Context: an optimization exercise on an open-source flow, tuned for small area, a short achievable clock period and few clock cycles per item. The choices shown serve that exercise and are no tape-out recipe.
Power and IR drop assume default switching activity.

## ble_ad_structure_parser
module ble_ad_structure_parser (
   input  logic             clock,
   input  logic             reset,
   input  logic             req_valid,
   output logic             req_stall,
   input  logic [16:0]      req_data,    
   output logic             rsp_valid,
   input  logic             rsp_stall,
   output logic [78:0]      rsp_data,    
   input  logic             csr_valid,
   output logic             csr_ready,
   input  logic [7:0]       csr_data
);
==> flow/config.mk <==
export PLATFORM = sky130hd
export DESIGN_NAME = ble_ad_structure_parser
export DESIGN_NICKNAME = ble_ad_structure_parser
export VERILOG_FILES = /design/flow/design.v
export SDC_FILE = /design/flow/constraint.sdc
export NUM_CORES = 4
export LEC_CHECK = 0
export CAP_MARGIN = 20
export CORE_MARGIN = 2
export CORE_UTILIZATION = 40
export CTS_BUF_LIST = sky130_fd_sc_hd__clkbuf_16
export CTS_CLUSTER_DIAMETER = 100
export CTS_CLUSTER_SIZE = 25
export SETUP_SLACK_MARGIN = 2.8
export SLEW_MARGIN = 20
export SYNTH_HIERARCHICAL = 1
export SYNTH_MINIMUM_KEEP_SIZE = 0
==> flow/constraint.sdc <==
create_clock -name core_clock -period 5.5 [get_ports {clock}]
set_input_delay 1.1000 -clock core_clock [delete_from_list [all_inputs] [get_ports {clock}]]
set_output_delay 1.1000 -clock core_clock [all_outputs]
set_load 0.01 [all_outputs]
standard.sh (not shown) runs the stock make flow with config.mk's settings and CLKGATE_MAP_FILE= SYNTH_SCRIPT=/design/flow/synth_recipe.tcl, a recipe that flattens the netlist after the stock synthesis.
==> flow/flow/run.sh <==
#!/bin/bash
# Standard layout, with the port buffers inserted before placement made of
# sky130_fd_sc_hd__buf_2 cells instead of the buffer buffer_ports picks by
# default, and without the adder-extraction step in synthesis (ABC maps the
# arithmetic as plain gates).
set -euo pipefail
export BUFFER_PORTS_ARGS="-buffer_cell sky130_fd_sc_hd__buf_2"
export ADDER_MAP_FILE=
bash standard.sh > standard_flow.log 2>&1
The starting point finished clean.
Then changed:
--- a/flow/design.v
+++ b/flow/design.v
@@ -36,31 +36,46 @@
          8'h08: type_class = C_SNAME;
          8'h09: type_class = C_NAME;
          8'h0D: type_class = C_CLASS;
          8'h0E: type_class = C_HASH;
          8'h0F: type_class = C_RAND;
          8'h10: type_class = C_DEVID;
          8'h19: type_class = C_APPEAR;
          8'hFF: type_class = C_MANUF;
          default: type_class = C_NONE;
       endcase
    endfunction
    function automatic logic lt8(input logic [7:0] a, input logic [7:0] b);
-      lt8 = a < b;
+      logic [7:0] g, e;
+      logic [3:0] g2, e2;
+      logic [1:0] g4, e4;
+      g = ~a & b;
+      e = ~(a ^ b);
+      for (int i = 0; i < 4; i++) begin
+         g2[i] = g[2*i+1] | (e[2*i+1] & g[2*i]);
+         e2[i] = e[2*i+1] & e[2*i];
+      end
+      for (int i = 0; i < 2; i++) begin
+         g4[i] = g2[2*i+1] | (e2[2*i+1] & g2[2*i]);
+         e4[i] = e2[2*i+1] & e2[2*i];
+      end
+      lt8 = g4[1] | (e4[1] & g4[0]);
    endfunction
    function automatic logic [7:0] inc8(input logic [7:0] a);
-      inc8 = a + 8'd1;
+      inc8[0] = ~a[0];
+      for (int i = 1; i < 8; i++) inc8[i] = a[i] ^ (&(a | ~((8'd1 << i) - 8'd1)));
    endfunction
    function automatic logic [7:0] dec8(input logic [7:0] a);
-      dec8 = a - 8'd1;
+      dec8[0] = ~a[0];
+      for (int i = 1; i < 8; i++) dec8[i] = a[i] ^ ~(|(a & ((8'd1 << i) - 8'd1)));
    endfunction
 endpackage
 module bap_front (
    input  logic               clock,
    input  logic               reset,
    input  logic               req_valid,
    output logic               req_stall,
    input  logic [16:0]        req_data,
    output logic               csr_ready,
    input  logic [7:0]         name_limit,
    output logic               rsp_valid,
    input  logic               rsp_stall,
@@ -84,26 +99,28 @@
       else if (c == bap_pkg::C_UUID32) lane_of = {1'b0, ps[1:0]};
       else lane_of = ps[2:0];
    endfunction
    function automatic logic keep_of(input logic [3:0] c, input logic [7:0] ps);
       case (c)
          bap_pkg::C_UUID16, bap_pkg::C_UUID32, bap_pkg::C_U128: keep_of = 1'b1;
          bap_pkg::C_CLASS, bap_pkg::C_HASH, bap_pkg::C_RAND, bap_pkg::C_DEVID:
             keep_of = (ps[7:4] == 4'd0);
          bap_pkg::C_APPEAR, bap_pkg::C_MANUF: keep_of = (ps[7:1] == 7'd0);
          default: keep_of = 1'b0;
       endcase
    endfunction
-   logic [2:0] lane_ff;
-   logic kw_ff;
+   logic [2:0] lane;
+   logic kw;
+   assign lane = lane_of(cls_ff, pos_ff);
+   assign kw = keep_of(cls_ff, pos_ff);
    logic wblock, st_reg, st_if, vnf_ff;
    assign wblock = wide_pend && vnf_ff && nz_ff;
    assign wstall = wblock && !wide_take;
    assign go = in_v && !wstall && (!full || pop);
    assign st_reg = in_v && (wblock || (full && h_recend));
    assign st_if = in_v && full;
    bap_stall u_stall (.st_reg(st_reg), .st_if(st_if), .rsp_stall(rsp_stall),
                       .req_stall(req_stall));
    assign accept = req_valid && !req_stall;
    assign csr_ready = !in_v;
    assign name_ok = bap_pkg::lt8(pos_ff, name_limit);
    logic [8:0] dfull;
@@ -273,33 +290,32 @@
       end else if (go) begin
          if (act) begin
             phase_ff <= ph; offs_ff <= in_first ? 8'd1 : bap_pkg::inc8(offs_ff); cnt_ff <= cn;
             nz_ff <= nz_n;
          end else if (in_first) begin
             phase_ff <= bap_pkg::PH_LEN; offs_ff <= '0; cnt_ff <= '0; nz_ff <= 1'b0;
          end
       end
    end
    always_ff @(posedge clock) begin
       if (go && act) begin
          rem_ff <= rem; pos_ff <= ps; stat_ff <= st; cls_ff <= cls;
-         lane_ff <= lane_of(cls, ps); kw_ff <= keep_of(cls, ps);
          drec_ff <= drec_n; nmn_ff <= nmn_n;
       end
    end
    logic in_data;
    assign in_data = !in_first && (phase_ff == bap_pkg::PH_DATA);
    for (genvar k = 0; k < 8; k++) begin : g_acc
       always_ff @(posedge clock) begin
-         if (go && in_data && kw_ff && lane_ff == 3'(k)) acc[8*k +: 8] <= in_b;
+         if (go && in_data && kw && lane == 3'(k)) acc[8*k +: 8] <= in_b;
       end
    end
    localparam int D = bap_pkg::QueueDepth;
    logic [D-1:0][bap_pkg::EntryBits-1:0] q_ff;
    logic [D-1:0] occ_ff;            
    logic take, hrec;
    bap_pkg::entry_type h, h_next;
    logic [63:0] val;
    assign h = q_ff[0];
    assign full = occ_ff[D-1];
    assign rsp_valid = occ_ff[0];
    assign hrec = h.rec_valid;
Total power came out lower by 5.9%; synthesized area came out higher by 1.3%; design area is about the same; worst setup slack improves by 0.49 ns; sequential power came out lower by about 4%.
No functional check of the RTL was part of any run of this note.

what the ideal ports hide:
The flow's constraints put no driver on any port. The routed layouts listed below were extracted and timed again, unchanged, in two steps. Step 1: set_driving_cell puts a clkbuf_16 on clock and a buf_2 on each other input, an assumption about the parent block. Step 2 also shifts input and output timing later by t, the mid clock arrival at the registers, as if the neighbouring blocks saw the same clock. Slacks: ideal ports / drivers / drivers and shift; pairs: ideal ports / drivers.
run	t (ns)	setup slack, ns	pins driven straight from the clock port
the first run	0.487	2.103 / 2.103 / 1.644	1
the second run	0.475	2.592 / 2.585 / 2.110	1
After both steps setup and hold are still met in every run listed. The setup slack of the second run, which loses most, moves by -0.007 ns with the drivers and by -0.482 ns with both steps.
